Background: an optimization exercise with open tools, aiming at a short achievable clock period and few clock cycles per item. Do not read the settings as production practice.
The RTL was checked by simulation tests, not by an equivalence proof against the original design.
Power and IR drop assume default switching activity.

==> flow/design.v, too long to show whole: its modules and the start of the top module <==
// module mulx_pp: 1157 lines
// module mulx_csa0: 149 lines
// module mulx_csa1: 509 lines
// module mulx_csa2: 541 lines
// module mulx_csa3: 512 lines
// module mulx_csa4: 393 lines
// module mulx_csa5: 214 lines
// module mulx_csa6: 224 lines
// module mulx_gp: 189 lines
// module mulx_pb1: 187 lines
// module mulx_pb2: 183 lines
// module mulx_pb3: 175 lines
// module mulx_pb4: 159 lines
// module mulx_pb5: 127 lines
// module mulx_pb6: 63 lines
// module mulx_sum: 98 lines
// module mulx_front: 1695 lines
// module mulx_back: 586 lines
// module mulx_pipe: 12 lines
// module mul_share_arb: 49 lines
module mul_share_arb #(
    parameter int WIDTH = fpu_pkg::WIDTH_DEFAULT
) (
    input  logic               clk,
    input  logic               rst,
    input  logic               req0_valid,
    output logic               req0_ready,
    input  logic [WIDTH-1:0]   req0_a,
    input  logic [WIDTH-1:0]   req0_b,
    output logic               rsp0_valid,
    input  logic               rsp0_ready,
    output logic [2*WIDTH-1:0] rsp0_prod,
    input  logic               req1_valid,
    output logic               req1_ready,
    input  logic [WIDTH-1:0]   req1_a,
    input  logic [WIDTH-1:0]   req1_b,
    output logic               rsp1_valid,
    input  logic               rsp1_ready,
    output logic [2*WIDTH-1:0] rsp1_prod,
    output logic               busy
);
  // ...
==> flow/run.sh <==
#!/bin/bash
# synth_recipe.tcl (not shown) runs the flow's synth.tcl, then flattens the netlist and writes it again
# the make line also repeats each setting of config.mk as NAME=value (left out here)
make -C /OpenROAD-flow-scripts/flow DESIGN_CONFIG=/design/flow/config.mk WORK_HOME=/design/flow/orfs CLKGATE_MAP_FILE= SYNTH_SCRIPT=/design/flow/synth_recipe.tcl finish
==> flow/config.mk <==
export PLATFORM = sky130hd
export DESIGN_NAME = mul_share_arb
export DESIGN_NICKNAME = mul_share_arb
export VERILOG_FILES = /design/flow/design.v
export SDC_FILE = /design/flow/constraint.sdc
export NUM_CORES = 4
export LEC_CHECK = 0
export CAP_MARGIN = 20
export CORE_MARGIN = 2
export CORE_UTILIZATION = 40
export SETUP_SLACK_MARGIN = 5
export SLEW_MARGIN = 20
export SYNTH_HIERARCHICAL = 1
==> flow/constraint.sdc <==
create_clock -name core_clock -period 8.0 [get_ports {clk}]
set_input_delay 1.6000 -clock core_clock [delete_from_list [all_inputs] [get_ports {clk}]]
set_output_delay 1.6000 -clock core_clock [all_outputs]
set_load 0.01 [all_outputs]
==> flow_summary.toml, run 1 <==
[outcome]
outcome = "no timing/DRC/antenna violations"

[cells_and_area]
syn2layout_area_growth_pct = -16.9
clkCellAreaFrac = 0.00811
seq_cell_count = 189
inverters = 2
layout_common_cells = "1038 x and2_1, 862 x xor3_1, 665 x maj3_2"
seq_share = 0.0786
multi_input_area_um2 = 52200
stdcell_count = 8033

[drt]
wl_met2_um = 87100
dr_total_vias = 39400
via_per_inst = 4.91

[sta]
max_freq_ghz = 0.216
slew_violations = 0
worst_slack_ps = 3380
fin_crit_sh = 0.578
fin_tns_setup_ps = 0

[setup_path]
startpoint = "u_m1.rows_q[23]"
crit_end = "rsp1_prod[44]"
crit_arrival_ps = 3020
crit_path_top_delay_cell = "edfxtp_1"
critical_path.top_delay_family = "compound AO/OA/AOI/OAI gates"

[pwr]
p_comb_uw = 23200
pwr-share-comb = 0.868
p_sw_uw = 11200
seq_power_uw = 2590

[die]
start_util = 0.403
dieArea_um2 = 220000
tap_cells = 2838

[clock_network]
ctsHoldBuffers = 0

[worst_hold_path]
min-delay-start = "prio1_q"
hold_depth = 1

[global_routing]
grt_max_degree = 78
Testbench counts, summed over its fixed seeds: cycles 1,608, items 1,600.
==> run 2, diff against run 1 <==
--- a/flow/design.v
+++ b/flow/design.v
@@ -3698,17 +3698,17 @@
     assign o[81] = w121;
     assign o[82] = w123;
     assign o[83] = w124;
     assign o[84] = w126;
     assign o[85] = w127;
     assign o[86] = w129;
     assign o[87] = w130;
 endmodule
-module mulx_gp (
+module mulx_b0 (
     input  logic [91:0] i,
     output logic [91:0] o
 );
     wire w0 = i[0] ^ i[1];
     wire w1 = i[0] & i[1];
     wire w2 = i[2] ^ i[3];
     wire w3 = i[2] & i[3];
     wire w4 = i[4] ^ i[5];
@@ -3887,19 +3887,19 @@
     assign o[85] = w85;
     assign o[86] = w86;
     assign o[87] = w87;
     assign o[88] = w88;
     assign o[89] = w89;
     assign o[90] = w90;
     assign o[91] = w91;
 endmodule
-module mulx_pb1 (
+module mulx_b1 (
     input  logic [92:0] i,
-    output logic [90:0] o
+    output logic [179:0] o
 );
     wire w0 = i[0] & i[1];
     wire w1 = i[3] | (i[2] & i[4]);
     wire w2 = i[2] & i[0];
     wire w3 = i[6] | (i[5] & i[3]);
     wire w4 = i[5] & i[2];
     wire w5 = i[8] | (i[7] & i[6]);
     wire w6 = i[7] & i[5];
@@ -3982,16 +3982,105 @@
     wire w83 = i[86] | (i[85] & i[84]);
     wire w84 = i[85] & i[83];
     wire w85 = i[88] | (i[87] & i[86]);
     wire w86 = i[87] & i[85];
     wire w87 = i[90] | (i[89] & i[88]);
     wire w88 = i[89] & i[87];
     wire w89 = i[92] | (i[91] & i[90]);
     wire w90 = i[91] & i[89];
+    wire w91 = w2 & i[1];
+    wire w92 = w3 | (w4 & i[4]);
+    wire w93 = w4 & w0;
+    wire w94 = w5 | (w6 & w1);
+    wire w95 = w6 & w2;
+    wire w96 = w7 | (w8 & w3);
+    wire w97 = w8 & w4;
+    wire w98 = w9 | (w10 & w5);
+    wire w99 = w10 & w6;
+    wire w100 = w11 | (w12 & w7);
+    wire w101 = w12 & w8;
+    wire w102 = w13 | (w14 & w9);
+    wire w103 = w14 & w10;
+    wire w104 = w15 | (w16 & w11);
+    wire w105 = w16 & w12;
+    wire w106 = w17 | (w18 & w13);
+    wire w107 = w18 & w14;
+    wire w108 = w19 | (w20 & w15);
+    wire w109 = w20 & w16;
+    wire w110 = w21 | (w22 & w17);
+    wire w111 = w22 & w18;
+    wire w112 = w23 | (w24 & w19);
+    wire w113 = w24 & w20;
+    wire w114 = w25 | (w26 & w21);
+    wire w115 = w26 & w22;
+    wire w116 = w27 | (w28 & w23);
+    wire w117 = w28 & w24;
+    wire w118 = w29 | (w30 & w25);
+    wire w119 = w30 & w26;
+    wire w120 = w31 | (w32 & w27);
+    wire w121 = w32 & w28;
+    wire w122 = w33 | (w34 & w29);
+    wire w123 = w34 & w30;
+    wire w124 = w35 | (w36 & w31);
+    wire w125 = w36 & w32;
+    wire w126 = w37 | (w38 & w33);
+    wire w127 = w38 & w34;
+    wire w128 = w39 | (w40 & w35);
+    wire w129 = w40 & w36;
+    wire w130 = w41 | (w42 & w37);
+    wire w131 = w42 & w38;
+    wire w132 = w43 | (w44 & w39);
+    wire w133 = w44 & w40;
+    wire w134 = w45 | (w46 & w41);
+    wire w135 = w46 & w42;
+    wire w136 = w47 | (w48 & w43);
+    wire w137 = w48 & w44;
+    wire w138 = w49 | (w50 & w45);
+    wire w139 = w50 & w46;
+    wire w140 = w51 | (w52 & w47);
+    wire w141 = w52 & w48;
+    wire w142 = w53 | (w54 & w49);
+    wire w143 = w54 & w50;
+    wire w144 = w55 | (w56 & w51);
+    wire w145 = w56 & w52;
+    wire w146 = w57 | (w58 & w53);
+    wire w147 = w58 & w54;
+    wire w148 = w59 | (w60 & w55);
+    wire w149 = w60 & w56;
+    wire w150 = w61 | (w62 & w57);
+    wire w151 = w62 & w58;
+    wire w152 = w63 | (w64 & w59);
+    wire w153 = w64 & w60;
+    wire w154 = w65 | (w66 & w61);
+    wire w155 = w66 & w62;
+    wire w156 = w67 | (w68 & w63);
+    wire w157 = w68 & w64;
+    wire w158 = w69 | (w70 & w65);
+    wire w159 = w70 & w66;
+    wire w160 = w71 | (w72 & w67);
+    wire w161 = w72 & w68;
+    wire w162 = w73 | (w74 & w69);
+    wire w163 = w74 & w70;
+    wire w164 = w75 | (w76 & w71);
+    wire w165 = w76 & w72;
+    wire w166 = w77 | (w78 & w73);
+    wire w167 = w78 & w74;
+    wire w168 = w79 | (w80 & w75);
+    wire w169 = w80 & w76;
+    wire w170 = w81 | (w82 & w77);
+    wire w171 = w82 & w78;
+    wire w172 = w83 | (w84 & w79);
+    wire w173 = w84 & w80;
+    wire w174 = w85 | (w86 & w81);
+    wire w175 = w86 & w82;
+    wire w176 = w87 | (w88 & w83);
+    wire w177 = w88 & w84;
+    wire w178 = w89 | (w90 & w85);
+    wire w179 = w90 & w86;
     assign o[0] = w0;
     assign o[1] = w1;
     assign o[2] = w2;
     assign o[3] = w3;
     assign o[4] = w4;
     assign o[5] = w5;
     assign o[6] = w6;
     assign o[7] = w7;
@@ -4073,203 +4162,109 @@
     assign o[83] = w83;
     assign o[84] = w84;
     assign o[85] = w85;
     assign o[86] = w86;
     assign o[87] = w87;
     assign o[88] = w88;
     assign o[89] = w89;
     assign o[90] = w90;
+    assign o[91] = w91;
+    assign o[92] = w92;
+    assign o[93] = w93;
+    assign o[94] = w94;
+    assign o[95] = w95;
+    assign o[96] = w96;
+    assign o[97] = w97;
+    assign o[98] = w98;
+    assign o[99] = w99;
+    assign o[100] = w100;
+    assign o[101] = w101;
+    assign o[102] = w102;
+    assign o[103] = w103;
+    assign o[104] = w104;
+    assign o[105] = w105;
+    assign o[106] = w106;
+    assign o[107] = w107;
+    assign o[108] = w108;
+    assign o[109] = w109;
+    assign o[110] = w110;
+    assign o[111] = w111;
+    assign o[112] = w112;
+    assign o[113] = w113;
+    assign o[114] = w114;
+    assign o[115] = w115;
+    assign o[116] = w116;
+    assign o[117] = w117;
+    assign o[118] = w118;
+    assign o[119] = w119;
+    assign o[120] = w120;
+    assign o[121] = w121;
+    assign o[122] = w122;
+    assign o[123] = w123;
+    assign o[124] = w124;
+    assign o[125] = w125;
+    assign o[126] = w126;
+    assign o[127] = w127;
+    assign o[128] = w128;
+    assign o[129] = w129;
+    assign o[130] = w130;
+    assign o[131] = w131;
+    assign o[132] = w132;
+    assign o[133] = w133;
+    assign o[134] = w134;
+    assign o[135] = w135;
+    assign o[136] = w136;
+    assign o[137] = w137;
+    assign o[138] = w138;
+    assign o[139] = w139;
+    assign o[140] = w140;
+    assign o[141] = w141;
+    assign o[142] = w142;
+    assign o[143] = w143;
+    assign o[144] = w144;
+    assign o[145] = w145;
+    assign o[146] = w146;
+    assign o[147] = w147;
+    assign o[148] = w148;
+    assign o[149] = w149;
+    assign o[150] = w150;
+    assign o[151] = w151;
+    assign o[152] = w152;
+    assign o[153] = w153;
+    assign o[154] = w154;
+    assign o[155] = w155;
+    assign o[156] = w156;
+    assign o[157] = w157;
+    assign o[158] = w158;
+    assign o[159] = w159;
+    assign o[160] = w160;
+    assign o[161] = w161;
+    assign o[162] = w162;
+    assign o[163] = w163;
+    assign o[164] = w164;
+    assign o[165] = w165;
+    assign o[166] = w166;
+    assign o[167] = w167;
+    assign o[168] = w168;
+    assign o[169] = w169;
+    assign o[170] = w170;
+    assign o[171] = w171;
+    assign o[172] = w172;
+    assign o[173] = w173;
+    assign o[174] = w174;
+    assign o[175] = w175;
+    assign o[176] = w176;
+    assign o[177] = w177;
+    assign o[178] = w178;
+    assign o[179] = w179;
 endmodule
-module mulx_pb2 (
-    input  logic [92:0] i,
-    output logic [88:0] o
-);
-    wire w0 = i[0] & i[1];
-    wire w1 = i[3] | (i[2] & i[4]);
-    wire w2 = i[2] & i[5];
-    wire w3 = i[7] | (i[6] & i[8]);
-    wire w4 = i[6] & i[0];
-    wire w5 = i[10] | (i[9] & i[3]);
-    wire w6 = i[9] & i[2];
-    wire w7 = i[12] | (i[11] & i[7]);
-    wire w8 = i[11] & i[6];
-    wire w9 = i[14] | (i[13] & i[10]);
-    wire w10 = i[13] & i[9];
-    wire w11 = i[16] | (i[15] & i[12]);
-    wire w12 = i[15] & i[11];
-    wire w13 = i[18] | (i[17] & i[14]);
-    wire w14 = i[17] & i[13];
-    wire w15 = i[20] | (i[19] & i[16]);
-    wire w16 = i[19] & i[15];
-    wire w17 = i[22] | (i[21] & i[18]);
-    wire w18 = i[21] & i[17];
-    wire w19 = i[24] | (i[23] & i[20]);
-    wire w20 = i[23] & i[19];
-    wire w21 = i[26] | (i[25] & i[22]);
-    wire w22 = i[25] & i[21];
-    wire w23 = i[28] | (i[27] & i[24]);
-    wire w24 = i[27] & i[23];
-    wire w25 = i[30] | (i[29] & i[26]);
-    wire w26 = i[29] & i[25];
-    wire w27 = i[32] | (i[31] & i[28]);
-    wire w28 = i[31] & i[27];
-    wire w29 = i[34] | (i[33] & i[30]);
-    wire w30 = i[33] & i[29];
-    wire w31 = i[36] | (i[35] & i[32]);
-    wire w32 = i[35] & i[31];
-    wire w33 = i[38] | (i[37] & i[34]);
-    wire w34 = i[37] & i[33];
-    wire w35 = i[40] | (i[39] & i[36]);
-    wire w36 = i[39] & i[35];
-    wire w37 = i[42] | (i[41] & i[38]);
-    wire w38 = i[41] & i[37];
-    wire w39 = i[44] | (i[43] & i[40]);
-    wire w40 = i[43] & i[39];
-    wire w41 = i[46] | (i[45] & i[42]);
-    wire w42 = i[45] & i[41];
-    wire w43 = i[48] | (i[47] & i[44]);
-    wire w44 = i[47] & i[43];
-    wire w45 = i[50] | (i[49] & i[46]);
-    wire w46 = i[49] & i[45];
-    wire w47 = i[52] | (i[51] & i[48]);
-    wire w48 = i[51] & i[47];
-    wire w49 = i[54] | (i[53] & i[50]);
-    wire w50 = i[53] & i[49];
-    wire w51 = i[56] | (i[55] & i[52]);
-    wire w52 = i[55] & i[51];
-    wire w53 = i[58] | (i[57] & i[54]);
-    wire w54 = i[57] & i[53];
-    wire w55 = i[60] | (i[59] & i[56]);
-    wire w56 = i[59] & i[55];
-    wire w57 = i[62] | (i[61] & i[58]);
-    wire w58 = i[61] & i[57];
-    wire w59 = i[64] | (i[63] & i[60]);
-    wire w60 = i[63] & i[59];
-    wire w61 = i[66] | (i[65] & i[62]);
-    wire w62 = i[65] & i[61];
-    wire w63 = i[68] | (i[67] & i[64]);
-    wire w64 = i[67] & i[63];
-    wire w65 = i[70] | (i[69] & i[66]);
-    wire w66 = i[69] & i[65];
-    wire w67 = i[72] | (i[71] & i[68]);
-    wire w68 = i[71] & i[67];
-    wire w69 = i[74] | (i[73] & i[70]);
-    wire w70 = i[73] & i[69];
-    wire w71 = i[76] | (i[75] & i[72]);
-    wire w72 = i[75] & i[71];
-    wire w73 = i[78] | (i[77] & i[74]);
-    wire w74 = i[77] & i[73];
-    wire w75 = i[80] | (i[79] & i[76]);
-    wire w76 = i[79] & i[75];
-    wire w77 = i[82] | (i[81] & i[78]);
-    wire w78 = i[81] & i[77];
-    wire w79 = i[84] | (i[83] & i[80]);
-    wire w80 = i[83] & i[79];
-    wire w81 = i[86] | (i[85] & i[82]);
-    wire w82 = i[85] & i[81];
-    wire w83 = i[88] | (i[87] & i[84]);
-    wire w84 = i[87] & i[83];
-    wire w85 = i[90] | (i[89] & i[86]);
-    wire w86 = i[89] & i[85];
-    wire w87 = i[92] | (i[91] & i[88]);
-    wire w88 = i[91] & i[87];
-    assign o[0] = w0;
-    assign o[1] = w1;
-    assign o[2] = w2;
-    assign o[3] = w3;
-    assign o[4] = w4;
-    assign o[5] = w5;
-    assign o[6] = w6;
-    assign o[7] = w7;
-    assign o[8] = w8;
-    assign o[9] = w9;
-    assign o[10] = w10;
-    assign o[11] = w11;
-    assign o[12] = w12;
-    assign o[13] = w13;
-    assign o[14] = w14;
-    assign o[15] = w15;
-    assign o[16] = w16;
-    assign o[17] = w17;
-    assign o[18] = w18;
-    assign o[19] = w19;
-    assign o[20] = w20;
-    assign o[21] = w21;
-    assign o[22] = w22;
-    assign o[23] = w23;
-    assign o[24] = w24;
-    assign o[25] = w25;
-    assign o[26] = w26;
-    assign o[27] = w27;
-    assign o[28] = w28;
-    assign o[29] = w29;
-    assign o[30] = w30;
-    assign o[31] = w31;
-    assign o[32] = w32;
-    assign o[33] = w33;
-    assign o[34] = w34;
-    assign o[35] = w35;
-    assign o[36] = w36;
-    assign o[37] = w37;
-    assign o[38] = w38;
-    assign o[39] = w39;
-    assign o[40] = w40;
-    assign o[41] = w41;
-    assign o[42] = w42;
-    assign o[43] = w43;
-    assign o[44] = w44;
-    assign o[45] = w45;
-    assign o[46] = w46;
-    assign o[47] = w47;
-    assign o[48] = w48;
-    assign o[49] = w49;
-    assign o[50] = w50;
-    assign o[51] = w51;
-    assign o[52] = w52;
-    assign o[53] = w53;
-    assign o[54] = w54;
-    assign o[55] = w55;
-    assign o[56] = w56;
-    assign o[57] = w57;
-    assign o[58] = w58;
-    assign o[59] = w59;
-    assign o[60] = w60;
-    assign o[61] = w61;
-    assign o[62] = w62;
-    assign o[63] = w63;
-    assign o[64] = w64;
-    assign o[65] = w65;
-    assign o[66] = w66;
-    assign o[67] = w67;
-    assign o[68] = w68;
-    assign o[69] = w69;
-    assign o[70] = w70;
-    assign o[71] = w71;
-    assign o[72] = w72;
-    assign o[73] = w73;
-    assign o[74] = w74;
-    assign o[75] = w75;
-    assign o[76] = w76;
-    assign o[77] = w77;
-    assign o[78] = w78;
-    assign o[79] = w79;
-    assign o[80] = w80;
-    assign o[81] = w81;
-    assign o[82] = w82;
-    assign o[83] = w83;
-    assign o[84] = w84;
-    assign o[85] = w85;
-    assign o[86] = w86;
-    assign o[87] = w87;
-    assign o[88] = w88;
-endmodule
-module mulx_pb3 (
+module mulx_b2 (
     input  logic [92:0] i,
-    output logic [84:0] o
+    output logic [161:0] o
 );
     wire w0 = i[0] & i[1];
     wire w1 = i[3] | (i[2] & i[4]);
     wire w2 = i[2] & i[5];
     wire w3 = i[7] | (i[6] & i[8]);
     wire w4 = i[6] & i[9];
     wire w5 = i[11] | (i[10] & i[12]);
     wire w6 = i[10] & i[13];
@@ -4346,16 +4341,93 @@
     wire w77 = i[86] | (i[85] & i[78]);
     wire w78 = i[85] & i[77];
     wire w79 = i[88] | (i[87] & i[80]);
     wire w80 = i[87] & i[79];
     wire w81 = i[90] | (i[89] & i[82]);
     wire w82 = i[89] & i[81];
     wire w83 = i[92] | (i[91] & i[84]);
     wire w84 = i[91] & i[83];
+    wire w85 = w8 & i[1];
+    wire w86 = w9 | (w10 & i[4]);
+    wire w87 = w10 & i[5];
+    wire w88 = w11 | (w12 & i[8]);
+    wire w89 = w12 & i[9];
+    wire w90 = w13 | (w14 & i[12]);
+    wire w91 = w14 & i[13];
+    wire w92 = w15 | (w16 & i[16]);
+    wire w93 = w16 & w0;
+    wire w94 = w17 | (w18 & w1);
+    wire w95 = w18 & w2;
+    wire w96 = w19 | (w20 & w3);
+    wire w97 = w20 & w4;
+    wire w98 = w21 | (w22 & w5);
+    wire w99 = w22 & w6;
+    wire w100 = w23 | (w24 & w7);
+    wire w101 = w24 & w8;
+    wire w102 = w25 | (w26 & w9);
+    wire w103 = w26 & w10;
+    wire w104 = w27 | (w28 & w11);
+    wire w105 = w28 & w12;
+    wire w106 = w29 | (w30 & w13);
+    wire w107 = w30 & w14;
+    wire w108 = w31 | (w32 & w15);
+    wire w109 = w32 & w16;
+    wire w110 = w33 | (w34 & w17);
+    wire w111 = w34 & w18;
+    wire w112 = w35 | (w36 & w19);
+    wire w113 = w36 & w20;
+    wire w114 = w37 | (w38 & w21);
+    wire w115 = w38 & w22;
+    wire w116 = w39 | (w40 & w23);
+    wire w117 = w40 & w24;
+    wire w118 = w41 | (w42 & w25);
+    wire w119 = w42 & w26;
+    wire w120 = w43 | (w44 & w27);
+    wire w121 = w44 & w28;
+    wire w122 = w45 | (w46 & w29);
+    wire w123 = w46 & w30;
+    wire w124 = w47 | (w48 & w31);
+    wire w125 = w48 & w32;
+    wire w126 = w49 | (w50 & w33);
+    wire w127 = w50 & w34;
+    wire w128 = w51 | (w52 & w35);
+    wire w129 = w52 & w36;
+    wire w130 = w53 | (w54 & w37);
+    wire w131 = w54 & w38;
+    wire w132 = w55 | (w56 & w39);
+    wire w133 = w56 & w40;
+    wire w134 = w57 | (w58 & w41);
+    wire w135 = w58 & w42;
+    wire w136 = w59 | (w60 & w43);
+    wire w137 = w60 & w44;
+    wire w138 = w61 | (w62 & w45);
+    wire w139 = w62 & w46;
+    wire w140 = w63 | (w64 & w47);
+    wire w141 = w64 & w48;
+    wire w142 = w65 | (w66 & w49);
+    wire w143 = w66 & w50;
+    wire w144 = w67 | (w68 & w51);
+    wire w145 = w68 & w52;
+    wire w146 = w69 | (w70 & w53);
+    wire w147 = w70 & w54;
+    wire w148 = w71 | (w72 & w55);
+    wire w149 = w72 & w56;
+    wire w150 = w73 | (w74 & w57);
+    wire w151 = w74 & w58;
+    wire w152 = w75 | (w76 & w59);
+    wire w153 = w76 & w60;
+    wire w154 = w77 | (w78 & w61);
+    wire w155 = w78 & w62;
+    wire w156 = w79 | (w80 & w63);
+    wire w157 = w80 & w64;
+    wire w158 = w81 | (w82 & w65);
+    wire w159 = w82 & w66;
+    wire w160 = w83 | (w84 & w67);
+    wire w161 = w84 & w68;
     assign o[0] = w0;
     assign o[1] = w1;
     assign o[2] = w2;
     assign o[3] = w3;
     assign o[4] = w4;
     assign o[5] = w5;
     assign o[6] = w6;
     assign o[7] = w7;
@@ -4431,179 +4503,97 @@
     assign o[77] = w77;
     assign o[78] = w78;
     assign o[79] = w79;
     assign o[80] = w80;
     assign o[81] = w81;
     assign o[82] = w82;
     assign o[83] = w83;
     assign o[84] = w84;
+    assign o[85] = w85;
+    assign o[86] = w86;
+    assign o[87] = w87;
+    assign o[88] = w88;
+    assign o[89] = w89;
+    assign o[90] = w90;
+    assign o[91] = w91;
+    assign o[92] = w92;
+    assign o[93] = w93;
+    assign o[94] = w94;
+    assign o[95] = w95;
+    assign o[96] = w96;
+    assign o[97] = w97;
+    assign o[98] = w98;
+    assign o[99] = w99;
+    assign o[100] = w100;
+    assign o[101] = w101;
+    assign o[102] = w102;
+    assign o[103] = w103;
+    assign o[104] = w104;
+    assign o[105] = w105;
+    assign o[106] = w106;
+    assign o[107] = w107;
+    assign o[108] = w108;
+    assign o[109] = w109;
+    assign o[110] = w110;
+    assign o[111] = w111;
+    assign o[112] = w112;
+    assign o[113] = w113;
+    assign o[114] = w114;
+    assign o[115] = w115;
+    assign o[116] = w116;
+    assign o[117] = w117;
+    assign o[118] = w118;
+    assign o[119] = w119;
+    assign o[120] = w120;
+    assign o[121] = w121;
+    assign o[122] = w122;
+    assign o[123] = w123;
+    assign o[124] = w124;
+    assign o[125] = w125;
+    assign o[126] = w126;
+    assign o[127] = w127;
+    assign o[128] = w128;
+    assign o[129] = w129;
+    assign o[130] = w130;
+    assign o[131] = w131;
+    assign o[132] = w132;
+    assign o[133] = w133;
+    assign o[134] = w134;
+    assign o[135] = w135;
+    assign o[136] = w136;
+    assign o[137] = w137;
+    assign o[138] = w138;
+    assign o[139] = w139;
+    assign o[140] = w140;
+    assign o[141] = w141;
+    assign o[142] = w142;
+    assign o[143] = w143;
+    assign o[144] = w144;
+    assign o[145] = w145;
+    assign o[146] = w146;
+    assign o[147] = w147;
+    assign o[148] = w148;
+    assign o[149] = w149;
+    assign o[150] = w150;
+    assign o[151] = w151;
+    assign o[152] = w152;
+    assign o[153] = w153;
+    assign o[154] = w154;
+    assign o[155] = w155;
+    assign o[156] = w156;
+    assign o[157] = w157;
+    assign o[158] = w158;
+    assign o[159] = w159;
+    assign o[160] = w160;
+    assign o[161] = w161;
 endmodule
-module mulx_pb4 (
-    input  logic [92:0] i,
-    output logic [76:0] o
-);
-    wire w0 = i[0] & i[1];
-    wire w1 = i[3] | (i[2] & i[4]);
-    wire w2 = i[2] & i[5];
-    wire w3 = i[7] | (i[6] & i[8]);
-    wire w4 = i[6] & i[9];
-    wire w5 = i[11] | (i[10] & i[12]);
-    wire w6 = i[10] & i[13];
-    wire w7 = i[15] | (i[14] & i[16]);
-    wire w8 = i[14] & i[17];
-    wire w9 = i[19] | (i[18] & i[20]);
-    wire w10 = i[18] & i[21];
-    wire w11 = i[23] | (i[22] & i[24]);
-    wire w12 = i[22] & i[25];
-    wire w13 = i[27] | (i[26] & i[28]);
-    wire w14 = i[26] & i[29];
-    wire w15 = i[31] | (i[30] & i[32]);
-    wire w16 = i[30] & i[0];
-    wire w17 = i[34] | (i[33] & i[3]);
-    wire w18 = i[33] & i[2];
-    wire w19 = i[36] | (i[35] & i[7]);
-    wire w20 = i[35] & i[6];
-    wire w21 = i[38] | (i[37] & i[11]);
-    wire w22 = i[37] & i[10];
-    wire w23 = i[40] | (i[39] & i[15]);
-    wire w24 = i[39] & i[14];
-    wire w25 = i[42] | (i[41] & i[19]);
-    wire w26 = i[41] & i[18];
-    wire w27 = i[44] | (i[43] & i[23]);
-    wire w28 = i[43] & i[22];
-    wire w29 = i[46] | (i[45] & i[27]);
-    wire w30 = i[45] & i[26];
-    wire w31 = i[48] | (i[47] & i[31]);
-    wire w32 = i[47] & i[30];
-    wire w33 = i[50] | (i[49] & i[34]);
-    wire w34 = i[49] & i[33];
-    wire w35 = i[52] | (i[51] & i[36]);
-    wire w36 = i[51] & i[35];
-    wire w37 = i[54] | (i[53] & i[38]);
-    wire w38 = i[53] & i[37];
-    wire w39 = i[56] | (i[55] & i[40]);
-    wire w40 = i[55] & i[39];
-    wire w41 = i[58] | (i[57] & i[42]);
-    wire w42 = i[57] & i[41];
-    wire w43 = i[60] | (i[59] & i[44]);
-    wire w44 = i[59] & i[43];
-    wire w45 = i[62] | (i[61] & i[46]);
-    wire w46 = i[61] & i[45];
-    wire w47 = i[64] | (i[63] & i[48]);
-    wire w48 = i[63] & i[47];
-    wire w49 = i[66] | (i[65] & i[50]);
-    wire w50 = i[65] & i[49];
-    wire w51 = i[68] | (i[67] & i[52]);
-    wire w52 = i[67] & i[51];
-    wire w53 = i[70] | (i[69] & i[54]);
-    wire w54 = i[69] & i[53];
-    wire w55 = i[72] | (i[71] & i[56]);
-    wire w56 = i[71] & i[55];
-    wire w57 = i[74] | (i[73] & i[58]);
-    wire w58 = i[73] & i[57];
-    wire w59 = i[76] | (i[75] & i[60]);
-    wire w60 = i[75] & i[59];
-    wire w61 = i[78] | (i[77] & i[62]);
-    wire w62 = i[77] & i[61];
-    wire w63 = i[80] | (i[79] & i[64]);
-    wire w64 = i[79] & i[63];
-    wire w65 = i[82] | (i[81] & i[66]);
-    wire w66 = i[81] & i[65];
-    wire w67 = i[84] | (i[83] & i[68]);
-    wire w68 = i[83] & i[67];
-    wire w69 = i[86] | (i[85] & i[70]);
-    wire w70 = i[85] & i[69];
-    wire w71 = i[88] | (i[87] & i[72]);
-    wire w72 = i[87] & i[71];
-    wire w73 = i[90] | (i[89] & i[74]);
-    wire w74 = i[89] & i[73];
-    wire w75 = i[92] | (i[91] & i[76]);
-    wire w76 = i[91] & i[75];
-    assign o[0] = w0;
-    assign o[1] = w1;
-    assign o[2] = w2;
-    assign o[3] = w3;
-    assign o[4] = w4;
-    assign o[5] = w5;
-    assign o[6] = w6;
-    assign o[7] = w7;
-    assign o[8] = w8;
-    assign o[9] = w9;
-    assign o[10] = w10;
-    assign o[11] = w11;
-    assign o[12] = w12;
-    assign o[13] = w13;
-    assign o[14] = w14;
-    assign o[15] = w15;
-    assign o[16] = w16;
-    assign o[17] = w17;
-    assign o[18] = w18;
-    assign o[19] = w19;
-    assign o[20] = w20;
-    assign o[21] = w21;
-    assign o[22] = w22;
-    assign o[23] = w23;
-    assign o[24] = w24;
-    assign o[25] = w25;
-    assign o[26] = w26;
-    assign o[27] = w27;
-    assign o[28] = w28;
-    assign o[29] = w29;
-    assign o[30] = w30;
-    assign o[31] = w31;
-    assign o[32] = w32;
-    assign o[33] = w33;
-    assign o[34] = w34;
-    assign o[35] = w35;
-    assign o[36] = w36;
-    assign o[37] = w37;
-    assign o[38] = w38;
-    assign o[39] = w39;
-    assign o[40] = w40;
-    assign o[41] = w41;
-    assign o[42] = w42;
-    assign o[43] = w43;
-    assign o[44] = w44;
-    assign o[45] = w45;
-    assign o[46] = w46;
-    assign o[47] = w47;
-    assign o[48] = w48;
-    assign o[49] = w49;
-    assign o[50] = w50;
-    assign o[51] = w51;
-    assign o[52] = w52;
-    assign o[53] = w53;
-    assign o[54] = w54;
-    assign o[55] = w55;
-    assign o[56] = w56;
-    assign o[57] = w57;
-    assign o[58] = w58;
-    assign o[59] = w59;
-    assign o[60] = w60;
-    assign o[61] = w61;
-    assign o[62] = w62;
-    assign o[63] = w63;
-    assign o[64] = w64;
-    assign o[65] = w65;
-    assign o[66] = w66;
-    assign o[67] = w67;
-    assign o[68] = w68;
-    assign o[69] = w69;
-    assign o[70] = w70;
-    assign o[71] = w71;
-    assign o[72] = w72;
-    assign o[73] = w73;
-    assign o[74] = w74;
-    assign o[75] = w75;
-    assign o[76] = w76;
-endmodule
-module mulx_pb5 (
-    input  logic [92:0] i,
-    output logic [60:0] o
+module mulx_b3 (
+    input  logic [138:0] i,
+    output logic [137:0] o
 );
     wire w0 = i[0] & i[1];
     wire w1 = i[3] | (i[2] & i[4]);
     wire w2 = i[2] & i[5];
     wire w3 = i[7] | (i[6] & i[8]);
     wire w4 = i[6] & i[9];
     wire w5 = i[11] | (i[10] & i[12]);
     wire w6 = i[10] & i[13];
@@ -4656,16 +4646,90 @@
     wire w53 = i[86] | (i[85] & i[43]);
     wire w54 = i[85] & i[42];
     wire w55 = i[88] | (i[87] & i[47]);
     wire w56 = i[87] & i[46];
     wire w57 = i[90] | (i[89] & i[51]);
     wire w58 = i[89] & i[50];
     wire w59 = i[92] | (i[91] & i[55]);
     wire w60 = i[91] & i[54];
+    wire w61 = w32 & i[1];
+    wire w62 = w33 | (w34 & i[4]);
+    wire w63 = w34 & i[5];
+    wire w64 = w35 | (w36 & i[8]);
+    wire w65 = w36 & i[9];
+    wire w66 = w37 | (w38 & i[12]);
+    wire w67 = w38 & i[13];
+    wire w68 = w39 | (w40 & i[16]);
+    wire w69 = w40 & i[17];
+    wire w70 = w41 | (w42 & i[20]);
+    wire w71 = w42 & i[21];
+    wire w72 = w43 | (w44 & i[24]);
+    wire w73 = w44 & i[25];
+    wire w74 = w45 | (w46 & i[28]);
+    wire w75 = w46 & i[29];
+    wire w76 = w47 | (w48 & i[32]);
+    wire w77 = w48 & i[33];
+    wire w78 = w49 | (w50 & i[36]);
+    wire w79 = w50 & i[37];
+    wire w80 = w51 | (w52 & i[40]);
+    wire w81 = w52 & i[41];
+    wire w82 = w53 | (w54 & i[44]);
+    wire w83 = w54 & i[45];
+    wire w84 = w55 | (w56 & i[48]);
+    wire w85 = w56 & i[49];
+    wire w86 = w57 | (w58 & i[52]);
+    wire w87 = w58 & i[53];
+    wire w88 = w59 | (w60 & i[56]);
+    wire w89 = w60 & i[57];
+    wire w90 = i[94] ^ i[4];
+    wire w91 = i[95] ^ i[8];
+    wire w92 = i[96] ^ i[12];
+    wire w93 = i[97] ^ i[16];
+    wire w94 = i[98] ^ i[20];
+    wire w95 = i[99] ^ i[24];
+    wire w96 = i[100] ^ i[28];
+    wire w97 = i[101] ^ i[32];
+    wire w98 = i[102] ^ i[36];
+    wire w99 = i[103] ^ i[40];
+    wire w100 = i[104] ^ i[44];
+    wire w101 = i[105] ^ i[48];
+    wire w102 = i[106] ^ i[52];
+    wire w103 = i[107] ^ i[56];
+    wire w104 = i[108] ^ i[60];
+    wire w105 = i[109] ^ i[64];
+    wire w106 = i[110] ^ w1;
+    wire w107 = i[111] ^ w3;
+    wire w108 = i[112] ^ w5;
+    wire w109 = i[113] ^ w7;
+    wire w110 = i[114] ^ w9;
+    wire w111 = i[115] ^ w11;
+    wire w112 = i[116] ^ w13;
+    wire w113 = i[117] ^ w15;
+    wire w114 = i[118] ^ w17;
+    wire w115 = i[119] ^ w19;
+    wire w116 = i[120] ^ w21;
+    wire w117 = i[121] ^ w23;
+    wire w118 = i[122] ^ w25;
+    wire w119 = i[123] ^ w27;
+    wire w120 = i[124] ^ w29;
+    wire w121 = i[125] ^ w31;
+    wire w122 = i[126] ^ w62;
+    wire w123 = i[127] ^ w64;
+    wire w124 = i[128] ^ w66;
+    wire w125 = i[129] ^ w68;
+    wire w126 = i[130] ^ w70;
+    wire w127 = i[131] ^ w72;
+    wire w128 = i[132] ^ w74;
+    wire w129 = i[133] ^ w76;
+    wire w130 = i[134] ^ w78;
+    wire w131 = i[135] ^ w80;
+    wire w132 = i[136] ^ w82;
+    wire w133 = i[137] ^ w84;
+    wire w134 = i[138] ^ w86;
     assign o[0] = w0;
     assign o[1] = w1;
     assign o[2] = w2;
     assign o[3] = w3;
     assign o[4] = w4;
     assign o[5] = w5;
     assign o[6] = w6;
     assign o[7] = w7;
@@ -4717,177 +4781,93 @@
     assign o[53] = w53;
     assign o[54] = w54;
     assign o[55] = w55;
     assign o[56] = w56;
     assign o[57] = w57;
     assign o[58] = w58;
     assign o[59] = w59;
     assign o[60] = w60;
-endmodule
-module mulx_pb6 (
-    input  logic [57:0] i,
-    output logic [28:0] o
-);
-    wire w0 = i[0] & i[1];
-    wire w1 = i[3] | (i[2] & i[4]);
-    wire w2 = i[2] & i[5];
-    wire w3 = i[7] | (i[6] & i[8]);
-    wire w4 = i[6] & i[9];
-    wire w5 = i[11] | (i[10] & i[12]);
-    wire w6 = i[10] & i[13];
-    wire w7 = i[15] | (i[14] & i[16]);
-    wire w8 = i[14] & i[17];
-    wire w9 = i[19] | (i[18] & i[20]);
-    wire w10 = i[18] & i[21];
-    wire w11 = i[23] | (i[22] & i[24]);
-    wire w12 = i[22] & i[25];
-    wire w13 = i[27] | (i[26] & i[28]);
-    wire w14 = i[26] & i[29];
-    wire w15 = i[31] | (i[30] & i[32]);
-    wire w16 = i[30] & i[33];
-    wire w17 = i[35] | (i[34] & i[36]);
-    wire w18 = i[34] & i[37];
-    wire w19 = i[39] | (i[38] & i[40]);
-    wire w20 = i[38] & i[41];
-    wire w21 = i[43] | (i[42] & i[44]);
-    wire w22 = i[42] & i[45];
-    wire w23 = i[47] | (i[46] & i[48]);
-    wire w24 = i[46] & i[49];
-    wire w25 = i[51] | (i[50] & i[52]);
-    wire w26 = i[50] & i[53];
-    wire w27 = i[55] | (i[54] & i[56]);
-    wire w28 = i[54] & i[57];
-    assign o[0] = w0;
-    assign o[1] = w1;
-    assign o[2] = w2;
-    assign o[3] = w3;
-    assign o[4] = w4;
-    assign o[5] = w5;
-    assign o[6] = w6;
-    assign o[7] = w7;
-    assign o[8] = w8;
-    assign o[9] = w9;
-    assign o[10] = w10;
-    assign o[11] = w11;
-    assign o[12] = w12;
-    assign o[13] = w13;
-    assign o[14] = w14;
-    assign o[15] = w15;
-    assign o[16] = w16;
-    assign o[17] = w17;
-    assign o[18] = w18;
-    assign o[19] = w19;
-    assign o[20] = w20;
-    assign o[21] = w21;
-    assign o[22] = w22;
-    assign o[23] = w23;
-    assign o[24] = w24;
-    assign o[25] = w25;
-    assign o[26] = w26;
-    assign o[27] = w27;
-    assign o[28] = w28;
-endmodule
-module mulx_sum (
-    input  logic [92:0] i,
-    output logic [47:0] o
-);
-    wire w0 = i[2] ^ i[3];
-    wire w1 = i[4] ^ i[5];
-    wire w2 = i[6] ^ i[7];
-    wire w3 = i[8] ^ i[9];
-    wire w4 = i[10] ^ i[11];
-    wire w5 = i[12] ^ i[13];
-    wire w6 = i[14] ^ i[15];
-    wire w7 = i[16] ^ i[17];
-    wire w8 = i[18] ^ i[19];
-    wire w9 = i[20] ^ i[21];
-    wire w10 = i[22] ^ i[23];
-    wire w11 = i[24] ^ i[25];
-    wire w12 = i[26] ^ i[27];
-    wire w13 = i[28] ^ i[29];
-    wire w14 = i[30] ^ i[31];
-    wire w15 = i[32] ^ i[33];
-    wire w16 = i[34] ^ i[35];
-    wire w17 = i[36] ^ i[37];
-    wire w18 = i[38] ^ i[39];
-    wire w19 = i[40] ^ i[41];
-    wire w20 = i[42] ^ i[43];
-    wire w21 = i[44] ^ i[45];
-    wire w22 = i[46] ^ i[47];
-    wire w23 = i[48] ^ i[49];
-    wire w24 = i[50] ^ i[51];
-    wire w25 = i[52] ^ i[53];
-    wire w26 = i[54] ^ i[55];
-    wire w27 = i[56] ^ i[57];
-    wire w28 = i[58] ^ i[59];
-    wire w29 = i[60] ^ i[61];
-    wire w30 = i[62] ^ i[63];
-    wire w31 = i[64] ^ i[65];
-    wire w32 = i[66] ^ i[67];
-    wire w33 = i[68] ^ i[69];
-    wire w34 = i[70] ^ i[71];
-    wire w35 = i[72] ^ i[73];
-    wire w36 = i[74] ^ i[75];
-    wire w37 = i[76] ^ i[77];
-    wire w38 = i[78] ^ i[79];
-    wire w39 = i[80] ^ i[81];
-    wire w40 = i[82] ^ i[83];
-    wire w41 = i[84] ^ i[85];
-    wire w42 = i[86] ^ i[87];
-    wire w43 = i[88] ^ i[89];
-    wire w44 = i[90] ^ i[91];
-    assign o[0] = i[0];
-    assign o[1] = i[1];
-    assign o[2] = w0;
-    assign o[3] = w1;
-    assign o[4] = w2;
-    assign o[5] = w3;
-    assign o[6] = w4;
-    assign o[7] = w5;
-    assign o[8] = w6;
-    assign o[9] = w7;
-    assign o[10] = w8;
-    assign o[11] = w9;
-    assign o[12] = w10;
-    assign o[13] = w11;
-    assign o[14] = w12;
-    assign o[15] = w13;
-    assign o[16] = w14;
-    assign o[17] = w15;
-    assign o[18] = w16;
-    assign o[19] = w17;
-    assign o[20] = w18;
-    assign o[21] = w19;
-    assign o[22] = w20;
-    assign o[23] = w21;
-    assign o[24] = w22;
-    assign o[25] = w23;
-    assign o[26] = w24;
-    assign o[27] = w25;
-    assign o[28] = w26;
-    assign o[29] = w27;
-    assign o[30] = w28;
-    assign o[31] = w29;
-    assign o[32] = w30;
-    assign o[33] = w31;
-    assign o[34] = w32;
-    assign o[35] = w33;
-    assign o[36] = w34;
-    assign o[37] = w35;
-    assign o[38] = w36;
-    assign o[39] = w37;
-    assign o[40] = w38;
-    assign o[41] = w39;
-    assign o[42] = w40;
-    assign o[43] = w41;
-    assign o[44] = w42;
-    assign o[45] = w43;
-    assign o[46] = w44;
-    assign o[47] = i[92];
+    assign o[61] = w61;
+    assign o[62] = w62;
+    assign o[63] = w63;
+    assign o[64] = w64;
+    assign o[65] = w65;
+    assign o[66] = w66;
+    assign o[67] = w67;
+    assign o[68] = w68;
+    assign o[69] = w69;
+    assign o[70] = w70;
+    assign o[71] = w71;
+    assign o[72] = w72;
+    assign o[73] = w73;
+    assign o[74] = w74;
+    assign o[75] = w75;
+    assign o[76] = w76;
+    assign o[77] = w77;
+    assign o[78] = w78;
+    assign o[79] = w79;
+    assign o[80] = w80;
+    assign o[81] = w81;
+    assign o[82] = w82;
+    assign o[83] = w83;
+    assign o[84] = w84;
+    assign o[85] = w85;
+    assign o[86] = w86;
+    assign o[87] = w87;
+    assign o[88] = w88;
+    assign o[89] = w89;
+    assign o[90] = i[1];
+    assign o[91] = i[93];
+    assign o[92] = w90;
+    assign o[93] = w91;
+    assign o[94] = w92;
+    assign o[95] = w93;
+    assign o[96] = w94;
+    assign o[97] = w95;
+    assign o[98] = w96;
+    assign o[99] = w97;
+    assign o[100] = w98;
+    assign o[101] = w99;
+    assign o[102] = w100;
+    assign o[103] = w101;
+    assign o[104] = w102;
+    assign o[105] = w103;
+    assign o[106] = w104;
+    assign o[107] = w105;
+    assign o[108] = w106;
+    assign o[109] = w107;
+    assign o[110] = w108;
+    assign o[111] = w109;
+    assign o[112] = w110;
+    assign o[113] = w111;
+    assign o[114] = w112;
+    assign o[115] = w113;
+    assign o[116] = w114;
+    assign o[117] = w115;
+    assign o[118] = w116;
+    assign o[119] = w117;
+    assign o[120] = w118;
+    assign o[121] = w119;
+    assign o[122] = w120;
+    assign o[123] = w121;
+    assign o[124] = w122;
+    assign o[125] = w123;
+    assign o[126] = w124;
+    assign o[127] = w125;
+    assign o[128] = w126;
+    assign o[129] = w127;
+    assign o[130] = w128;
+    assign o[131] = w129;
+    assign o[132] = w130;
+    assign o[133] = w131;
+    assign o[134] = w132;
+    assign o[135] = w133;
+    assign o[136] = w134;
+    assign o[137] = w88;
 endmodule
 module mulx_front (
     input  logic [23:0] a,
     input  logic [23:0] b,
     output logic [92:0] rows
 );
     logic f0;
     logic f1;
@@ -7150,24 +7130,20 @@
     logic k564;
     logic k565;
     logic k566;
     logic k567;
     logic k568;
     logic k569;
     logic k570;
     logic k571;
-    mulx_gp u_mulx_gp (.i({rows[92], rows[46], rows[91], rows[45], rows[90], rows[44], rows[89], rows[43], rows[88], rows[42], rows[87], rows[41], rows[86], rows[40], rows[85], rows[39], rows[84], rows[38], rows[83], rows[37], rows[82], rows[36], rows[81], rows[35], rows[80], rows[34], rows[79], rows[33], rows[78], rows[32], rows[77], rows[31], rows[76], rows[30], rows[75], rows[29], rows[74], rows[28], rows[73], rows[27], rows[72], rows[26], rows[71], rows[25], rows[70], rows[24], rows[69], rows[23], rows[68], rows[22], rows[67], rows[21], rows[66], rows[20], rows[65], rows[19], rows[64], rows[18], rows[63], rows[17], rows[62], rows[16], rows[61], rows[15], rows[60], rows[14], rows[59], rows[13], rows[58], rows[12], rows[57], rows[11], rows[56], rows[10], rows[55], rows[9], rows[54], rows[8], rows[53], rows[7], rows[52], rows[6], rows[51], rows[5], rows[50], rows[4], rows[49], rows[3], rows[48], rows[2], rows[47], rows[1]}), .o({k91, k90, k89, k88, k87, k86, k85, k84, k83, k82, k81, k80, k79, k78, k77, k76, k75, k74, k73, k72, k71, k70, k69, k68, k67, k66, k65, k64, k63, k62, k61, k60, k59, k58, k57, k56, k55, k54, k53, k52, k51, k50, k49, k48, k47, k46, k45, k44, k43, k42, k41, k40, k39, k38, k37, k36, k35, k34, k33, k32, k31, k30, k29, k28, k27, k26, k25, k24, k23, k22, k21, k20, k19, k18, k17, k16, k15, k14, k13, k12, k11, k10, k9, k8, k7, k6, k5, k4, k3, k2, k1, k0}));
-    mulx_pb1 u_mulx_pb1 (.i({k91, k90, k89, k88, k87, k86, k85, k84, k83, k82, k81, k80, k79, k78, k77, k76, k75, k74, k73, k72, k71, k70, k69, k68, k67, k66, k65, k64, k63, k62, k61, k60, k59, k58, k57, k56, k55, k54, k53, k52, k51, k50, k49, k48, k47, k46, k45, k44, k43, k42, k41, k40, k39, k38, k37, k36, k35, k34, k33, k32, k31, k30, k29, k28, k27, k26, k25, k24, k23, k22, k21, k20, k19, k18, k17, k16, k15, k14, k13, k12, k11, k10, k9, k8, k7, k6, k5, k4, k1, k3, k2, rows[0], k0}), .o({k182, k181, k180, k179, k178, k177, k176, k175, k174, k173, k172, k171, k170, k169, k168, k167, k166, k165, k164, k163, k162, k161, k160, k159, k158, k157, k156, k155, k154, k153, k152, k151, k150, k149, k148, k147, k146, k145, k144, k143, k142, k141, k140, k139, k138, k137, k136, k135, k134, k133, k132, k131, k130, k129, k128, k127, k126, k125, k124, k123, k122, k121, k120, k119, k118, k117, k116, k115, k114, k113, k112, k111, k110, k109, k108, k107, k106, k105, k104, k103, k102, k101, k100, k99, k98, k97, k96, k95, k94, k93, k92}));
-    mulx_pb2 u_mulx_pb2 (.i({k181, k182, k179, k180, k177, k178, k175, k176, k173, k174, k171, k172, k169, k170, k167, k168, k165, k166, k163, k164, k161, k162, k159, k160, k157, k158, k155, k156, k153, k154, k151, k152, k149, k150, k147, k148, k145, k146, k143, k144, k141, k142, k139, k140, k137, k138, k135, k136, k133, k134, k131, k132, k129, k130, k127, k128, k125, k126, k123, k124, k121, k122, k119, k120, k117, k118, k115, k116, k113, k114, k111, k112, k109, k110, k107, k108, k105, k106, k103, k104, k101, k102, k99, k100, k93, k97, k98, k92, k1, k95, k96, rows[0], k94}), .o({k271, k270, k269, k268, k267, k266, k265, k264, k263, k262, k261, k260, k259, k258, k257, k256, k255, k254, k253, k252, k251, k250, k249, k248, k247, k246, k245, k244, k243, k242, k241, k240, k239, k238, k237, k236, k235, k234, k233, k232, k231, k230, k229, k228, k227, k226, k225, k224, k223, k222, k221, k220, k219, k218, k217, k216, k215, k214, k213, k212, k211, k210, k209, k208, k207, k206, k205, k204, k203, k202, k201, k200, k199, k198, k197, k196, k195, k194, k193, k192, k191, k190, k189, k188, k187, k186, k185, k184, k183}));
-    mulx_pb3 u_mulx_pb3 (.i({k270, k271, k268, k269, k266, k267, k264, k265, k262, k263, k260, k261, k258, k259, k256, k257, k254, k255, k252, k253, k250, k251, k248, k249, k246, k247, k244, k245, k242, k243, k240, k241, k238, k239, k236, k237, k234, k235, k232, k233, k230, k231, k228, k229, k226, k227, k224, k225, k222, k223, k220, k221, k218, k219, k216, k217, k214, k215, k212, k213, k210, k211, k208, k209, k206, k207, k204, k205, k202, k203, k200, k201, k198, k199, k196, k197, k186, k194, k195, k185, k184, k192, k193, k183, k93, k190, k191, k92, k1, k188, k189, rows[0], k187}), .o({k356, k355, k354, k353, k352, k351, k350, k349, k348, k347, k346, k345, k344, k343, k342, k341, k340, k339, k338, k337, k336, k335, k334, k333, k332, k331, k330, k329, k328, k327, k326, k325, k324, k323, k322, k321, k320, k319, k318, k317, k316, k315, k314, k313, k312, k311, k310, k309, k308, k307, k306, k305, k304, k303, k302, k301, k300, k299, k298, k297, k296, k295, k294, k293, k292, k291, k290, k289, k288, k287, k286, k285, k284, k283, k282, k281, k280, k279, k278, k277, k276, k275, k274, k273, k272}));
-    mulx_pb4 u_mulx_pb4 (.i({k355, k356, k353, k354, k351, k352, k349, k350, k347, k348, k345, k346, k343, k344, k341, k342, k339, k340, k337, k338, k335, k336, k333, k334, k331, k332, k329, k330, k327, k328, k325, k326, k323, k324, k321, k322, k319, k320, k317, k318, k315, k316, k313, k314, k311, k312, k309, k310, k307, k308, k305, k306, k303, k304, k301, k302, k299, k300, k297, k298, k279, k295, k296, k278, k277, k293, k294, k276, k275, k291, k292, k274, k273, k289, k290, k272, k186, k287, k288, k185, k184, k285, k286, k183, k93, k283, k284, k92, k1, k281, k282, rows[0], k280}), .o({k433, k432, k431, k430, k429, k428, k427, k426, k425, k424, k423, k422, k421, k420, k419, k418, k417, k416, k415, k414, k413, k412, k411, k410, k409, k408, k407, k406, k405, k404, k403, k402, k401, k400, k399, k398, k397, k396, k395, k394, k393, k392, k391, k390, k389, k388, k387, k386, k385, k384, k383, k382, k381, k380, k379, k378, k377, k376, k375, k374, k373, k372, k371, k370, k369, k368, k367, k366, k365, k364, k363, k362, k361, k360, k359, k358, k357}));
-    mulx_pb5 u_mulx_pb5 (.i({k432, k433, k430, k431, k428, k429, k426, k427, k424, k425, k422, k423, k420, k421, k418, k419, k416, k417, k414, k415, k412, k413, k410, k411, k408, k409, k406, k407, k372, k404, k405, k371, k370, k402, k403, k369, k368, k400, k401, k367, k366, k398, k399, k365, k364, k396, k397, k363, k362, k394, k395, k361, k360, k392, k393, k359, k358, k390, k391, k357, k279, k388, k389, k278, k277, k386, k387, k276, k275, k384, k385, k274, k273, k382, k383, k272, k186, k380, k381, k185, k184, k378, k379, k183, k93, k376, k377, k92, k1, k374, k375, rows[0], k373}), .o({k494, k493, k492, k491, k490, k489, k488, k487, k486, k485, k484, k483, k482, k481, k480, k479, k478, k477, k476, k475, k474, k473, k472, k471, k470, k469, k468, k467, k466, k465, k464, k463, k462, k461, k460, k459, k458, k457, k456, k455, k454, k453, k452, k451, k450, k449, k448, k447, k446, k445, k444, k443, k442, k441, k440, k439, k438, k437, k436, k435, k434}));
-    mulx_pb6 u_mulx_pb6 (.i({k369, k368, k493, k494, k367, k366, k491, k492, k365, k364, k489, k490, k363, k362, k487, k488, k361, k360, k485, k486, k359, k358, k483, k484, k357, k279, k481, k482, k278, k277, k479, k480, k276, k275, k477, k478, k274, k273, k475, k476, k272, k186, k473, k474, k185, k184, k471, k472, k183, k93, k469, k470, k92, k1, k467, k468, rows[0], k466}), .o({k523, k522, k521, k520, k519, k518, k517, k516, k515, k514, k513, k512, k511, k510, k509, k508, k507, k506, k505, k504, k503, k502, k501, k500, k499, k498, k497, k496, k495}));
-    mulx_sum u_mulx_sum (.i({k522, k520, k90, k518, k88, k516, k86, k514, k84, k512, k82, k510, k80, k508, k78, k506, k76, k504, k74, k502, k72, k500, k70, k498, k68, k496, k66, k465, k64, k463, k62, k461, k60, k459, k58, k457, k56, k455, k54, k453, k52, k451, k50, k449, k48, k447, k46, k445, k44, k443, k42, k441, k40, k439, k38, k437, k36, k435, k34, k372, k32, k370, k30, k368, k28, k366, k26, k364, k24, k362, k22, k360, k20, k358, k18, k279, k16, k277, k14, k275, k12, k273, k10, k186, k8, k184, k6, k93, k4, k1, k2, k0, rows[0]}), .o({k571, k570, k569, k568, k567, k566, k565, k564, k563, k562, k561, k560, k559, k558, k557, k556, k555, k554, k553, k552, k551, k550, k549, k548, k547, k546, k545, k544, k543, k542, k541, k540, k539, k538, k537, k536, k535, k534, k533, k532, k531, k530, k529, k528, k527, k526, k525, k524}));
+    mulx_b0 u_mulx_b0 (.i({rows[92], rows[46], rows[91], rows[45], rows[90], rows[44], rows[89], rows[43], rows[88], rows[42], rows[87], rows[41], rows[86], rows[40], rows[85], rows[39], rows[84], rows[38], rows[83], rows[37], rows[82], rows[36], rows[81], rows[35], rows[80], rows[34], rows[79], rows[33], rows[78], rows[32], rows[77], rows[31], rows[76], rows[30], rows[75], rows[29], rows[74], rows[28], rows[73], rows[27], rows[72], rows[26], rows[71], rows[25], rows[70], rows[24], rows[69], rows[23], rows[68], rows[22], rows[67], rows[21], rows[66], rows[20], rows[65], rows[19], rows[64], rows[18], rows[63], rows[17], rows[62], rows[16], rows[61], rows[15], rows[60], rows[14], rows[59], rows[13], rows[58], rows[12], rows[57], rows[11], rows[56], rows[10], rows[55], rows[9], rows[54], rows[8], rows[53], rows[7], rows[52], rows[6], rows[51], rows[5], rows[50], rows[4], rows[49], rows[3], rows[48], rows[2], rows[47], rows[1]}), .o({k91, k90, k89, k88, k87, k86, k85, k84, k83, k82, k81, k80, k79, k78, k77, k76, k75, k74, k73, k72, k71, k70, k69, k68, k67, k66, k65, k64, k63, k62, k61, k60, k59, k58, k57, k56, k55, k54, k53, k52, k51, k50, k49, k48, k47, k46, k45, k44, k43, k42, k41, k40, k39, k38, k37, k36, k35, k34, k33, k32, k31, k30, k29, k28, k27, k26, k25, k24, k23, k22, k21, k20, k19, k18, k17, k16, k15, k14, k13, k12, k11, k10, k9, k8, k7, k6, k5, k4, k3, k2, k1, k0}));
+    mulx_b1 u_mulx_b1 (.i({k91, k90, k89, k88, k87, k86, k85, k84, k83, k82, k81, k80, k79, k78, k77, k76, k75, k74, k73, k72, k71, k70, k69, k68, k67, k66, k65, k64, k63, k62, k61, k60, k59, k58, k57, k56, k55, k54, k53, k52, k51, k50, k49, k48, k47, k46, k45, k44, k43, k42, k41, k40, k39, k38, k37, k36, k35, k34, k33, k32, k31, k30, k29, k28, k27, k26, k25, k24, k23, k22, k21, k20, k19, k18, k17, k16, k15, k14, k13, k12, k11, k10, k9, k8, k7, k6, k5, k4, k1, k3, k2, rows[0], k0}), .o({k271, k270, k269, k268, k267, k266, k265, k264, k263, k262, k261, k260, k259, k258, k257, k256, k255, k254, k253, k252, k251, k250, k249, k248, k247, k246, k245, k244, k243, k242, k241, k240, k239, k238, k237, k236, k235, k234, k233, k232, k231, k230, k229, k228, k227, k226, k225, k224, k223, k222, k221, k220, k219, k218, k217, k216, k215, k214, k213, k212, k211, k210, k209, k208, k207, k206, k205, k204, k203, k202, k201, k200, k199, k198, k197, k196, k195, k194, k193, k192, k191, k190, k189, k188, k187, k186, k185, k184, k183, k182, k181, k180, k179, k178, k177, k176, k175, k174, k173, k172, k171, k170, k169, k168, k167, k166, k165, k164, k163, k162, k161, k160, k159, k158, k157, k156, k155, k154, k153, k152, k151, k150, k149, k148, k147, k146, k145, k144, k143, k142, k141, k140, k139, k138, k137, k136, k135, k134, k133, k132, k131, k130, k129, k128, k127, k126, k125, k124, k123, k122, k121, k120, k119, k118, k117, k116, k115, k114, k113, k112, k111, k110, k109, k108, k107, k106, k105, k104, k103, k102, k101, k100, k99, k98, k97, k96, k95, k94, k93, k92}));
+    mulx_b2 u_mulx_b2 (.i({k270, k271, k268, k269, k266, k267, k264, k265, k262, k263, k260, k261, k258, k259, k256, k257, k254, k255, k252, k253, k250, k251, k248, k249, k246, k247, k244, k245, k242, k243, k240, k241, k238, k239, k236, k237, k234, k235, k232, k233, k230, k231, k228, k229, k226, k227, k224, k225, k222, k223, k220, k221, k218, k219, k216, k217, k214, k215, k212, k213, k210, k211, k208, k209, k206, k207, k204, k205, k202, k203, k200, k201, k198, k199, k196, k197, k186, k194, k195, k185, k184, k192, k193, k183, k93, k190, k191, k92, k1, k188, k189, rows[0], k187}), .o({k433, k432, k431, k430, k429, k428, k427, k426, k425, k424, k423, k422, k421, k420, k419, k418, k417, k416, k415, k414, k413, k412, k411, k410, k409, k408, k407, k406, k405, k404, k403, k402, k401, k400, k399, k398, k397, k396, k395, k394, k393, k392, k391, k390, k389, k388, k387, k386, k385, k384, k383, k382, k381, k380, k379, k378, k377, k376, k375, k374, k373, k372, k371, k370, k369, k368, k367, k366, k365, k364, k363, k362, k361, k360, k359, k358, k357, k356, k355, k354, k353, k352, k351, k350, k349, k348, k347, k346, k345, k344, k343, k342, k341, k340, k339, k338, k337, k336, k335, k334, k333, k332, k331, k330, k329, k328, k327, k326, k325, k324, k323, k322, k321, k320, k319, k318, k317, k316, k315, k314, k313, k312, k311, k310, k309, k308, k307, k306, k305, k304, k303, k302, k301, k300, k299, k298, k297, k296, k295, k294, k293, k292, k291, k290, k289, k288, k287, k286, k285, k284, k283, k282, k281, k280, k279, k278, k277, k276, k275, k274, k273, k272}));
+    mulx_b3 u_mulx_b3 (.i({k90, k88, k86, k84, k82, k80, k78, k76, k74, k72, k70, k68, k66, k64, k62, k60, k58, k56, k54, k52, k50, k48, k46, k44, k42, k40, k38, k36, k34, k32, k30, k28, k26, k24, k22, k20, k18, k16, k14, k12, k10, k8, k6, k4, k2, k0, k432, k433, k430, k431, k428, k429, k426, k427, k424, k425, k422, k423, k420, k421, k418, k419, k416, k417, k414, k415, k412, k413, k410, k411, k408, k409, k406, k407, k372, k404, k405, k371, k370, k402, k403, k369, k368, k400, k401, k367, k366, k398, k399, k365, k364, k396, k397, k363, k362, k394, k395, k361, k360, k392, k393, k359, k358, k390, k391, k357, k279, k388, k389, k278, k277, k386, k387, k276, k275, k384, k385, k274, k273, k382, k383, k272, k186, k380, k381, k185, k184, k378, k379, k183, k93, k376, k377, k92, k1, k374, k375, rows[0], k373}), .o({k571, k570, k569, k568, k567, k566, k565, k564, k563, k562, k561, k560, k559, k558, k557, k556, k555, k554, k553, k552, k551, k550, k549, k548, k547, k546, k545, k544, k543, k542, k541, k540, k539, k538, k537, k536, k535, k534, k533, k532, k531, k530, k529, k528, k527, k526, k525, k524, k523, k522, k521, k520, k519, k518, k517, k516, k515, k514, k513, k512, k511, k510, k509, k508, k507, k506, k505, k504, k503, k502, k501, k500, k499, k498, k497, k496, k495, k494, k493, k492, k491, k490, k489, k488, k487, k486, k485, k484, k483, k482, k481, k480, k479, k478, k477, k476, k475, k474, k473, k472, k471, k470, k469, k468, k467, k466, k465, k464, k463, k462, k461, k460, k459, k458, k457, k456, k455, k454, k453, k452, k451, k450, k449, k448, k447, k446, k445, k444, k443, k442, k441, k440, k439, k438, k437, k436, k435, k434}));
     assign prod = {k571, k570, k569, k568, k567, k566, k565, k564, k563, k562, k561, k560, k559, k558, k557, k556, k555, k554, k553, k552, k551, k550, k549, k548, k547, k546, k545, k544, k543, k542, k541, k540, k539, k538, k537, k536, k535, k534, k533, k532, k531, k530, k529, k528, k527, k526, k525, k524};
 endmodule
 module mulx_pipe (
     input  logic        clk,
     input  logic        en,
     input  logic [23:0] a,
     input  logic [23:0] b,
     output logic [47:0] prod
==> flow/config.mk (replaced) <==
export PLATFORM = sky130hd
export DESIGN_NAME = mul_share_arb
export DESIGN_NICKNAME = mul_share_arb
export VERILOG_FILES = /design/flow/design.v
export SDC_FILE = /design/flow/constraint.sdc
export NUM_CORES = 4
export LEC_CHECK = 0
export CAP_MARGIN = 20
export CORE_MARGIN = 2
export CORE_UTILIZATION = 40
export PLACE_DENSITY = 0.8
export SETUP_SLACK_MARGIN = 5
export SLEW_MARGIN = 20
export SYNTH_HIERARCHICAL = 1
==> run 2 against run 1 <==
  * Worst setup slack got worse by 130 ps
  * Clock skew shrank 13 ps
  * Via count is 14% higher
  * Critical endpoint is now u_m0.rows_q[30]
  * Area after synthesis fell by 5.9%
  * Worst hold slack worse by 9.4 ps
  * Count of clock-buffer cells in the layout stayed put
  * First-iteration DRC count is 82% higher
  * Combinational power is 5% higher
  * Non-clock buffer count up 133
  * Final cell count is 0.73% lower
  * Die area decreased by 5.9%
==> flow_summary.toml, run 2 <==
[cells_and_area]
layout_commonest_cell = "xor3_1"
drive_above_1_share = 0.505
stdcell_count = 7974
syn2layout_area_growth_pct = -9.75
reg.largest.list = "u_m0.rows_q: 93 flops, u_m1.rows_q: 93 flops"
layout_common_cells = "888 x xor3_1, 831 x and2_1, 708 x maj3_2"
final_util = 0.364
final_nets = 5505

[sta]
setup-violations-final = 0
fin_tns_setup_ps = 0
min_period_ps = 4760
finClkSkew_ps = 16.2
hold_violations = 0
slew_violations = 0
fin_crit_sh = 0.595
whs_ps = 656
max_freq_ghz = 0.210
rsz0062_at_grt = "true"
relSlewSlack = 0.242
worstMarginPinSlew_ps = 1140

[clock_network]
clock-sinks = 189
cts_buffer_depth = 2
insertion_delay_ps = 560
h-tree-depth = 4
clk_pin_slew_ps = 90
cts_root_buffer = "clkbuf_16"
cts_tree = "built"
numCtsBuffers = 17

[setup_path]
crit_arrival_ps = 5060
critPathLaunchType = "input pin"
path_max_fanout = 7
criticalPathCategory = "input pin to flop"
reg2reg_depth = 6
cp-end-kind = "flop"
crit_required_ps = 8310

[pwr]
vdd_drop_max_mv = 0.304
power_density_nw_per_um2 = 380
cellLeakagePower_uw = 0.0327

[yosys]
syn_inst = 8208
syn_avg_cell_area_um2 = 9.94
syn-cell-area_um2 = 81600
syn-num-nets = 8448
synth-warning-count = 8

[die]
die_width_um = 456
rows = 165
coreArea_um2 = 202000
die_y_um = 456
start_util = 0.403
pin_count = 203
dieArea_um2 = 208000

[outcome]
outcome = "no timing/DRC/antenna violations"

[global_routing]
grt.overflow.total = 0
grt_max_degree = 81
antenna_found_initial = 30
grt_pass1_vias = 43700
grtUsageTotal = 0.180
grt_pass1_wl_um = 285000

[drt]
via_per_inst = 5.63
ant_nets = 0
drcViolationCount = 0
drt-total-wl_um = 220000
wl_per_cell_um = 27.6
dr.pass1.iters = 8
dr_total_vias = 44900
drt_iter0_markers = 5518

[place]
io_buffers = 202
hpwl_um = 116000
place_inst = 7182
gp_congestion = 0.923

[flow_run]
cap_viol_max_count = 0

[worst_hold_path]
hold_path.class = "flop to flop"
hold_depth = 1
==> run 2: worst paths after layout <==
path | startpoint | to | slack, ps
min in group asynchronous | rst | v1_q | 890
setup / recovery | req0_a[23] | u_m0.rows_q[30] | 3240
max in group asynchronous | rst | v1_q | 6980
hold reg to reg | prio1_q | prio1_q | 660
hold / removal | prio1_q | prio1_q | 660
setup reg to reg | v1_q | u_m1.rows_q[5] | 5530
==> run 2: cell type report <==
class                   count  area, um^2
clock inverters            15         156
inverters                  12        55.1
diodes                     24        60.1
well taps                2672        3340
clock buffers              17         425
repair buffers           1003       11900
flip-flops and latches    189        5660
fillers                 18000      129000
multi-input cells        4042       52000
==> run 2: critical path: stages <==
cell and delay, ps:
buf_2 180, buf_12 170, and2_1 380, xor3_1 670, maj3_2 390, maj3_2 330
xor3_1 440, xor3_1 430, buf_4 160, maj3_2 300
==> run 2: repair_timing <==
action / CTS / global route
gates resized for setup: 2392 / 436
buffers inserted: 421 / 227
endpoints found under the setup margin: 424 / 254
pin swaps: 847 / 534
hold buffers: 0 / 0
cloned: 80 / 8
==> run 2: metrics by stage <==
stage                     worst slack, ps  power, uW  area (um^2)
after floorplan                      2590      26600        85300
after global placement               1790      20700        59000
after detailed placement             1850      20900        59000
after CTS                            3580      25200        70200
after global routing                 3230      28800        73600
final                                3240      28000        73600
==> run 2: report_power, final <==
part           switching [uW]  internal [uW]  total [uW]  leakage [uW]
registers                 486           2160        2650       0.00201
logic                   11600          12800       24400        0.0304
clock network             516            414         929      0.000275
==> run 2: routing by layer <==
layer  wire (um)  track usage  vias to the layer above
met4       19900        0.120                        8
met3       27300       0.0481                     1409
li1            -            -                    17800
met1       76600        0.211                    22100
met2       96000        0.288                     3635
met5          54            0                        -
Testbench counts of run 2, summed over its fixed seeds: cycles 1,608, items 1,600.

## separate check: timing with driven ports
The flow's constraints put no driver on any port. The routed layouts listed below were extracted and timed again, unchanged, in two steps. Step 1: set_driving_cell puts a clkbuf_16 on clk and a buf_2 on each other input, an assumption about the parent block. Step 2 times the ports against the registers' clock, not the clock port: input delays grow and output delays shrink by t, the midpoint of the rising clock arrivals with the driver on. Slacks: ideal ports / drivers / drivers and shift; pairs: ideal ports / drivers.
| run | t (ns) | slack for setup (ns) | worst setup path at the end | slew at the worst register clock pin (ns) |
|---|---|---|---|---|
| run 1 | 0.602 | 3.376 / 3.311 / 2.836 | input to register | 0.10 / 0.10 |
| run 2 | 0.631 | 3.243 / 3.288 / 2.657 | input to register | 0.10 / 0.10 |
After both steps every run listed still meets setup and hold. For run 2, which loses most, drivers alone change the setup slack by +0.045 ns; drivers and shift together by -0.586 ns.
